From an optimization exercise on the open Yosys and OpenROAD flow, aimed at small area, a short achievable clock period and few clock cycles per item; shortcuts taken in it are not production practice.
RTL that was checked went through simulation tests only; none was proved equivalent to the original.
Power and IR drop assume default switching activity.

==> run Y: inputs <==
Design fir_decimator_top, start of the top module:
module fir_decimator_top
(
	input wire logic clk,
	input wire logic resetn,
	input wire logic in_valid,
	input wire fir_pkg::sample_t data_in,
	input wire logic out_credit,
	output logic in_credit,
	output logic out_valid,
	output fir_pkg::sample_t data_out
);
Settings: LEC_CHECK=0, CAP_MARGIN=20, CORE_MARGIN=2, CORE_UTILIZATION=40, SETUP_SLACK_MARGIN=4.0, SLEW_MARGIN=20; clock period 6.5 ns.
run.sh (not shown) runs the stock make flow with config.mk's settings and CLKGATE_MAP_FILE= SYNTH_SCRIPT=/design/flow/synth_recipe.tcl, a recipe that flattens the netlist after the stock synthesis.
==> run M (differences from run Y) <==
--- a/flow/design.v
+++ b/flow/design.v
@@ -87,55 +87,52 @@
 		| ({11{sel[2]}} & 11'({5'(~m1), 1'd0}))
 		| ({11{sel[3]}} & 11'({5'(m1), 4'd0}))
 		| ({11{sel[4]}} & 11'({5'(m1), 4'd0}));
 	logic [10:0] r41;
 	assign r41 = ({11{sel[1]}} & 11'(5'(~m1)))
 		| ({11{sel[3]}} & 11'(7'(~m3)))
 		| ({11{sel[4]}} & 11'({5'(~m1), 1'd0}));
 	logic [13:0] acc1, a1, s1, c1, n1;
-	logic [2:0] cr1, ca1, nc1;
+	logic [1:0] cr1, ca1, nc1;
 	assign a1 = first ? acc2 : acc1;
 	assign ca1 = first ? cr2 : cr1;
 	assign s1 = a1 ^ r10 ^ r11;
 	assign c1 = {(a1[12:0] & r10[12:0]) | (a1[12:0] & r11[12:0]) | (r10[12:0] & r11[12:0]), 1'b0};
-	assign {nc1[0], n1[3:0]} = {1'b0, s1[3:0]} + {1'b0, c1[3:0]};
-	assign {nc1[1], n1[7:4]} = {1'b0, s1[7:4]} + {1'b0, c1[7:4]} + 5'(ca1[0]);
-	assign {nc1[2], n1[10:8]} = {1'b0, s1[10:8]} + {1'b0, c1[10:8]} + 4'(ca1[1]);
-	assign n1[13:11] = s1[13:11] + c1[13:11] + 3'(ca1[2]);
+	assign {nc1[0], n1[4:0]} = {1'b0, s1[4:0]} + {1'b0, c1[4:0]};
+	assign {nc1[1], n1[8:5]} = {1'b0, s1[8:5]} + {1'b0, c1[8:5]} + 5'(ca1[0]);
+	assign n1[13:9] = s1[13:9] + c1[13:9] + 5'(ca1[1]);
 	logic [13:0] acc2, a2, s2, c2, n2;
-	logic [2:0] cr2, ca2, nc2;
+	logic [1:0] cr2, ca2, nc2;
 	assign a2 = first ? acc3 : acc2;
 	assign ca2 = first ? cr3 : cr2;
 	assign s2 = a2 ^ r20 ^ r21;
 	assign c2 = {(a2[12:0] & r20[12:0]) | (a2[12:0] & r21[12:0]) | (r20[12:0] & r21[12:0]), 1'b0};
-	assign {nc2[0], n2[3:0]} = {1'b0, s2[3:0]} + {1'b0, c2[3:0]};
-	assign {nc2[1], n2[7:4]} = {1'b0, s2[7:4]} + {1'b0, c2[7:4]} + 5'(ca2[0]);
-	assign {nc2[2], n2[10:8]} = {1'b0, s2[10:8]} + {1'b0, c2[10:8]} + 4'(ca2[1]);
-	assign n2[13:11] = s2[13:11] + c2[13:11] + 3'(ca2[2]);
+	assign {nc2[0], n2[4:0]} = {1'b0, s2[4:0]} + {1'b0, c2[4:0]};
+	assign {nc2[1], n2[8:5]} = {1'b0, s2[8:5]} + {1'b0, c2[8:5]} + 5'(ca2[0]);
+	assign n2[13:9] = s2[13:9] + c2[13:9] + 5'(ca2[1]);
 	logic [13:0] acc3, a3, s3, c3, n3;
-	logic [2:0] cr3, ca3, nc3;
+	logic [1:0] cr3, ca3, nc3;
 	assign a3 = first ? 14'(acc4) : acc3;
-	assign ca3 = first ? 3'(cr4) : cr3;
+	assign ca3 = first ? 2'(cr4) : cr3;
 	assign s3 = a3 ^ r30 ^ r31;
 	assign c3 = {(a3[12:0] & r30[12:0]) | (a3[12:0] & r31[12:0]) | (r30[12:0] & r31[12:0]), 1'b0};
-	assign {nc3[0], n3[3:0]} = {1'b0, s3[3:0]} + {1'b0, c3[3:0]};
-	assign {nc3[1], n3[7:4]} = {1'b0, s3[7:4]} + {1'b0, c3[7:4]} + 5'(ca3[0]);
-	assign {nc3[2], n3[10:8]} = {1'b0, s3[10:8]} + {1'b0, c3[10:8]} + 4'(ca3[1]);
-	assign n3[13:11] = s3[13:11] + c3[13:11] + 3'(ca3[2]);
+	assign {nc3[0], n3[4:0]} = {1'b0, s3[4:0]} + {1'b0, c3[4:0]};
+	assign {nc3[1], n3[8:5]} = {1'b0, s3[8:5]} + {1'b0, c3[8:5]} + 5'(ca3[0]);
+	assign n3[13:9] = s3[13:9] + c3[13:9] + 5'(ca3[1]);
 	logic [10:0] acc4, a4, s4, c4, n4;
 	logic [1:0] cr4, ca4, nc4;
 	assign a4 = first ? 11'd366 : acc4;
 	assign ca4 = first ? 2'd0 : cr4;
 	assign s4 = a4 ^ r40 ^ r41;
 	assign c4 = {(a4[9:0] & r40[9:0]) | (a4[9:0] & r41[9:0]) | (r40[9:0] & r41[9:0]), 1'b0};
-	assign {nc4[0], n4[3:0]} = {1'b0, s4[3:0]} + {1'b0, c4[3:0]};
-	assign {nc4[1], n4[7:4]} = {1'b0, s4[7:4]} + {1'b0, c4[7:4]} + 5'(ca4[0]);
-	assign n4[10:8] = s4[10:8] + c4[10:8] + 3'(ca4[1]);
-	assign res_nx = 5'((acc1 + (14'(cr1[0]) << 4) + (14'(cr1[1]) << 8) + (14'(cr1[2]) << 11)) >> 9) + 5'd3;
+	assign {nc4[0], n4[4:0]} = {1'b0, s4[4:0]} + {1'b0, c4[4:0]};
+	assign {nc4[1], n4[8:5]} = {1'b0, s4[8:5]} + {1'b0, c4[8:5]} + 5'(ca4[0]);
+	assign n4[10:9] = s4[10:9] + c4[10:9] + 2'(ca4[1]);
+	assign res_nx = 5'((acc1 + (14'(cr1[0]) << 5) + (14'(cr1[1]) << 9)) >> 9) + 5'd3;
 	always_ff @(posedge clk)
 	begin
 		acc1 <= n1;
 		cr1 <= nc1;
 	end
 	always_ff @(posedge clk, negedge resetn)
 	begin
 		if (!resetn)
SETUP_SLACK_MARGIN = 3.8   (was 4.0)
==> run H (differences from run Y) <==
==> flow/design.v (replaced) <==
`default_nettype none
package fir_pkg;
	typedef logic signed [5-1:0] sample_t;  
	typedef logic signed [9-1:0] coef_t;    
	typedef logic signed [17-1:0] acc_t;      
	typedef enum logic [2:0] {
		PH_INIT,
		PH0,
		PH1,
		PH2,
		PH3,
		PH4
	} phase_t;
endpackage
`default_nettype wire
`default_nettype none
module fir_decimator_top
(
	input wire logic clk,
	input wire logic resetn,
	input wire logic in_valid,
	input wire fir_pkg::sample_t data_in,
	input wire logic out_credit,
	output logic in_credit,
	output logic out_valid,
	output fir_pkg::sample_t data_out
);
	logic [4:0] m1;              
	logic [6:0] m3;              
	logic [7:0] m5;              
	logic [4:0] selA, selB;
	logic [4:0] nph;             
	logic [2:0] phb;             
	logic [4:0] phb_dec;
	logic done1;                 
	logic pend;                  
	logic ov;
	logic [4:0] res;
	logic [4:0] res_nx;
	logic [1:0] ocred;           
	logic [2:0] owe;             
	logic [3:0] commit;          
	logic icr;
	logic [4:0] u;
	logic [1:0] ocred_nx;
	logic [1:0] ocred_s;
	logic [3:0] commit_s;
	logic icr_nx;
	logic send;
	logic pend_nx;
	assign phb_dec = 5'd1 << phb;
	assign u = {~data_in[4], data_in[3:0]};
	logic [13:0] r10;
	assign r10 = ({14{selA[0]}} & 14'({5'(m1), 4'd0}))
		| ({14{selA[1]}} & 14'({5'(m1), 4'd0}))
		| ({14{selA[2]}} & 14'({5'(~m1), 1'd0}))
		| ({14{selA[3]}} & 14'({5'(~m1), 3'd0}))
		| ({14{selA[4]}} & 14'(5'(m1)));
	logic [13:0] r11;
	assign r11 = ({14{selA[0]}} & 14'({5'(~m1), 1'd0}))
		| ({14{selA[1]}} & 14'(7'(~m3)))
		| ({14{selA[3]}} & 14'(5'(~m1)));
	logic [13:0] r20;
	assign r20 = ({14{selA[0]}} & 14'({7'(m3), 6'd0}))
		| ({14{selA[1]}} & 14'({7'(m3), 5'd0}))
		| ({14{selA[3]}} & 14'({8'(~m5), 3'd0}))
		| ({14{selA[4]}} & 14'({5'(~m1), 4'd0}));
	logic [13:0] r21;
	assign r21 = ({14{selA[0]}} & 14'(5'(m1)))
		| ({14{selA[1]}} & 14'(7'(m3)))
		| ({14{selA[2]}} & 14'(7'(~m3)))
		| ({14{selA[3]}} & 14'(5'(m1)))
		| ({14{selA[4]}} & 14'({5'(m1), 1'd0}));
	logic [13:0] r30;
	assign r30 = ({14{selB[0]}} & 14'({5'(~m1), 4'd0}))
		| ({14{selB[1]}} & 14'({8'(~m5), 3'd0}))
		| ({14{selB[3]}} & 14'({7'(m3), 5'd0}))
		| ({14{selB[4]}} & 14'({7'(m3), 6'd0}));
	logic [13:0] r31;
	assign r31 = ({14{selB[0]}} & 14'({5'(m1), 1'd0}))
		| ({14{selB[1]}} & 14'(5'(m1)))
		| ({14{selB[2]}} & 14'(7'(~m3)))
		| ({14{selB[3]}} & 14'(7'(m3)))
		| ({14{selB[4]}} & 14'(5'(m1)));
	logic [10:0] r40;
	assign r40 = ({11{selB[0]}} & 11'(5'(m1)))
		| ({11{selB[1]}} & 11'({5'(~m1), 3'd0}))
		| ({11{selB[2]}} & 11'({5'(~m1), 1'd0}))
		| ({11{selB[3]}} & 11'({5'(m1), 4'd0}))
		| ({11{selB[4]}} & 11'({5'(m1), 4'd0}));
	logic [10:0] r41;
	assign r41 = ({11{selB[1]}} & 11'(5'(~m1)))
		| ({11{selB[3]}} & 11'(7'(~m3)))
		| ({11{selB[4]}} & 11'({5'(~m1), 1'd0}));
	logic [13:0] acc1, a1, s1, c1, n1;
	logic [1:0] cr1, ca1, nc1;
	assign a1 = selA[0] ? acc2 : acc1;
	assign ca1 = selA[0] ? cr2 : cr1;
	assign s1 = a1 ^ r10 ^ r11;
	assign c1 = {(a1[12:0] & r10[12:0]) | (a1[12:0] & r11[12:0]) | (r10[12:0] & r11[12:0]), 1'b0};
	assign {nc1[0], n1[4:0]} = {1'b0, s1[4:0]} + {1'b0, c1[4:0]};
	assign {nc1[1], n1[8:5]} = {1'b0, s1[8:5]} + {1'b0, c1[8:5]} + 5'(ca1[0]);
	assign n1[13:9] = s1[13:9] + c1[13:9] + 5'(ca1[1]);
	logic [13:0] acc2, a2, s2, c2, n2;
	logic [1:0] cr2, ca2, nc2;
	assign a2 = selA[0] ? acc3 : acc2;
	assign ca2 = selA[0] ? cr3 : cr2;
	assign s2 = a2 ^ r20 ^ r21;
	assign c2 = {(a2[12:0] & r20[12:0]) | (a2[12:0] & r21[12:0]) | (r20[12:0] & r21[12:0]), 1'b0};
	assign {nc2[0], n2[4:0]} = {1'b0, s2[4:0]} + {1'b0, c2[4:0]};
	assign {nc2[1], n2[8:5]} = {1'b0, s2[8:5]} + {1'b0, c2[8:5]} + 5'(ca2[0]);
	assign n2[13:9] = s2[13:9] + c2[13:9] + 5'(ca2[1]);
	logic [13:0] acc3, a3, s3, c3, n3;
	logic [1:0] cr3, ca3, nc3;
	assign a3 = selB[0] ? 14'(acc4) : acc3;
	assign ca3 = selB[0] ? 2'(cr4) : cr3;
	assign s3 = a3 ^ r30 ^ r31;
	assign c3 = {(a3[12:0] & r30[12:0]) | (a3[12:0] & r31[12:0]) | (r30[12:0] & r31[12:0]), 1'b0};
	assign {nc3[0], n3[4:0]} = {1'b0, s3[4:0]} + {1'b0, c3[4:0]};
	assign {nc3[1], n3[8:5]} = {1'b0, s3[8:5]} + {1'b0, c3[8:5]} + 5'(ca3[0]);
	assign n3[13:9] = s3[13:9] + c3[13:9] + 5'(ca3[1]);
	logic [10:0] acc4, a4, s4, c4, n4;
	logic [1:0] cr4, ca4, nc4;
	assign a4 = selB[0] ? 11'd366 : acc4;
	assign ca4 = selB[0] ? 2'd0 : cr4;
	assign s4 = a4 ^ r40 ^ r41;
	assign c4 = {(a4[9:0] & r40[9:0]) | (a4[9:0] & r41[9:0]) | (r40[9:0] & r41[9:0]), 1'b0};
	assign {nc4[0], n4[4:0]} = {1'b0, s4[4:0]} + {1'b0, c4[4:0]};
	assign {nc4[1], n4[8:5]} = {1'b0, s4[8:5]} + {1'b0, c4[8:5]} + 5'(ca4[0]);
	assign n4[10:9] = s4[10:9] + c4[10:9] + 2'(ca4[1]);
	assign res_nx = 5'((acc1 + (14'(cr1[0]) << 5) + (14'(cr1[1]) << 9)) >> 9) + 5'd3;
	always_ff @(posedge clk)
	begin
		acc1 <= n1;
		cr1 <= nc1;
	end
	always_ff @(posedge clk, negedge resetn)
	begin
		if (!resetn)
		begin
			acc2 <= 14'd14046;
			cr2 <= '0;
			acc3 <= 14'd7607;
			cr3 <= '0;
			acc4 <= 11'd1168;
			cr4 <= '0;
		end
		else
		begin
			acc2 <= n2;
			cr2 <= nc2;
			acc3 <= n3;
			cr3 <= nc3;
			acc4 <= n4;
			cr4 <= nc4;
		end
	end
	assign out_valid = ov;
	assign data_out = res;
	assign in_credit = icr;
	assign send = ov;
	assign ocred_nx = ocred - {1'b0, send} + {1'b0, out_credit};
	assign ocred_s = ocred - {1'b0, send};
	assign commit_s = commit - (send ? 4'd5 : 4'd0);
	assign icr_nx = (owe != 3'd0) && ((commit_s <= 4'd8) || ((ocred_s != 2'd0) && (commit_s <= 4'd13)));
	assign pend_nx = done1 || (pend && !send);
	always_ff @(posedge clk)
	begin
		m1 <= u;
		m3 <= {2'b0, u} + {1'b0, u, 1'b0};
		m5 <= {3'b0, u} + {1'b0, u, 2'b0};
		if (done1)
			res <= res_nx;
	end
	always_ff @(posedge clk, negedge resetn)
	begin
		if (!resetn)
		begin
			nph <= 5'd1;
			selA <= 5'd0;
			selB <= 5'd0;
			phb <= 3'd0;
			done1 <= 1'b0;
			pend <= 1'b0;
			ov <= 1'b0;
			ocred <= 2'd2;
			owe <= 3'd0;
			commit <= 4'd4;
			icr <= 1'b0;
		end
		else
		begin
			selA <= in_valid ? nph : 5'd0;
			selB <= in_valid ? phb_dec : 5'd0;
			if (in_valid)
			begin
				nph <= {nph[3:0], nph[4]};
				phb <= (phb == 3'd4) ? 3'd0 : phb + 3'd1;
			end
			done1 <= selA[4];
			pend <= pend_nx;
			ov <= pend_nx && (ocred_s != 2'd0);
			ocred <= ocred_nx;
			owe <= owe + {2'b0, in_valid} - {2'b0, icr_nx};
			commit <= commit_s + {3'b0, icr_nx};
			icr <= icr_nx;
		end
	end
endmodule
`default_nettype wire
SETUP_SLACK_MARGIN = 3.9   (was 4.0)
==> results.txt <==
Sequential power: run M < run Y < run H. Fmax: run H is higher than run M (about 6%). Against run H, the area after synthesis of run M is smaller by about 4.6%. Cell area, lowest first: run M, run H, run Y. Final cell count, highest first: run Y, run H, run M. Between run Y and run H, the lower critical path depth is in run H (gap 1).
==> figures <==
Destination of the worst hold path: run M pend; run H pend; run Y owe[2]
CP Launch Point: run M sel[0]; run H selA[0]; run Y sel[0]
Summed instance area of the synthesized netlist: run M 0.007143 mm2; run H 0.007490 mm2; run Y 0.007321 mm2
Max incr delay on CP: run M 0.55 ns; run H 0.52 ns; run Y 0.57 ns
Post-CTS resize count: run M 44; run H 57; run Y 114
Total met3 wirelength after detailed routing: run M 1132 um; run H 847 um; run Y 1081 um
Post-CTS clock slew at the launch and capture registers of the worst setup and hold paths: run M 0.08 ns; run H 0.05 ns; run Y 0.07 ns
Pin slew with the least headroom to its limit: run M 0.8358 ns; run H 0.9854 ns; run Y 0.9187 ns
Fraction of the cycle the final worst path needs: run M 0.4263; run H 0.4030; run Y 0.4248
Number of buffer and inverter stages on the critical path: run M 4; run H 1; run Y 2
Post-Route Skew: run M 0.008253 ns; run H 0.01177 ns; run Y 0.01433 ns
Run status: run M timing/DRC/antenna clean; run H timing/DRC/antenna clean; run Y timing/DRC/antenna clean
Share of total power in the clock network: run M 0.294; run H 0.281; run Y 0.300
Post-Syn Instances: run M 675; run H 688; run Y 698
Testbench counts of run M, summed over its fixed seeds: cycles 12,016, results 2,400.
Only the layout flow was run in run Y and run H; the RTL was not checked for function there.

-- separate check: timing with driven ports --
In the flow no input, the clock included, has a driving cell. The finished layouts below were timed again as built, in two steps.
Step 1 (the two cells are an assumption about what drives the block):
set clk [get_ports {clk}]
set_driving_cell -lib_cell sky130_fd_sc_hd__clkbuf_16 $clk
set_driving_cell -lib_cell sky130_fd_sc_hd__buf_2 [delete_from_list [all_inputs] $clk]
Step 2 moves the port delays by t, midway between the first and last clock arrival at a register: inputs arrive t later, outputs are due t later. That takes back most of the time a late clock gives input paths.
a / b / c = ideal ports / drivers / drivers and shift; a / b = the first two.
| run | t, ns | slack for setup (ns) | worst setup path after step 2 |
|---|---|---|---|
| run Y | 0.391 | 3.739 / 3.739 / 3.739 | register to register |
| run M | 0.396 | 3.729 / 3.705 / 3.492 | input to register |
| run H | 0.464 | 3.880 / 3.880 / 3.607 | input to register |
After both steps every run listed still meets setup and hold. For run H, which loses most, drivers alone change the setup slack by 0.000 ns; drivers and shift together by -0.273 ns.
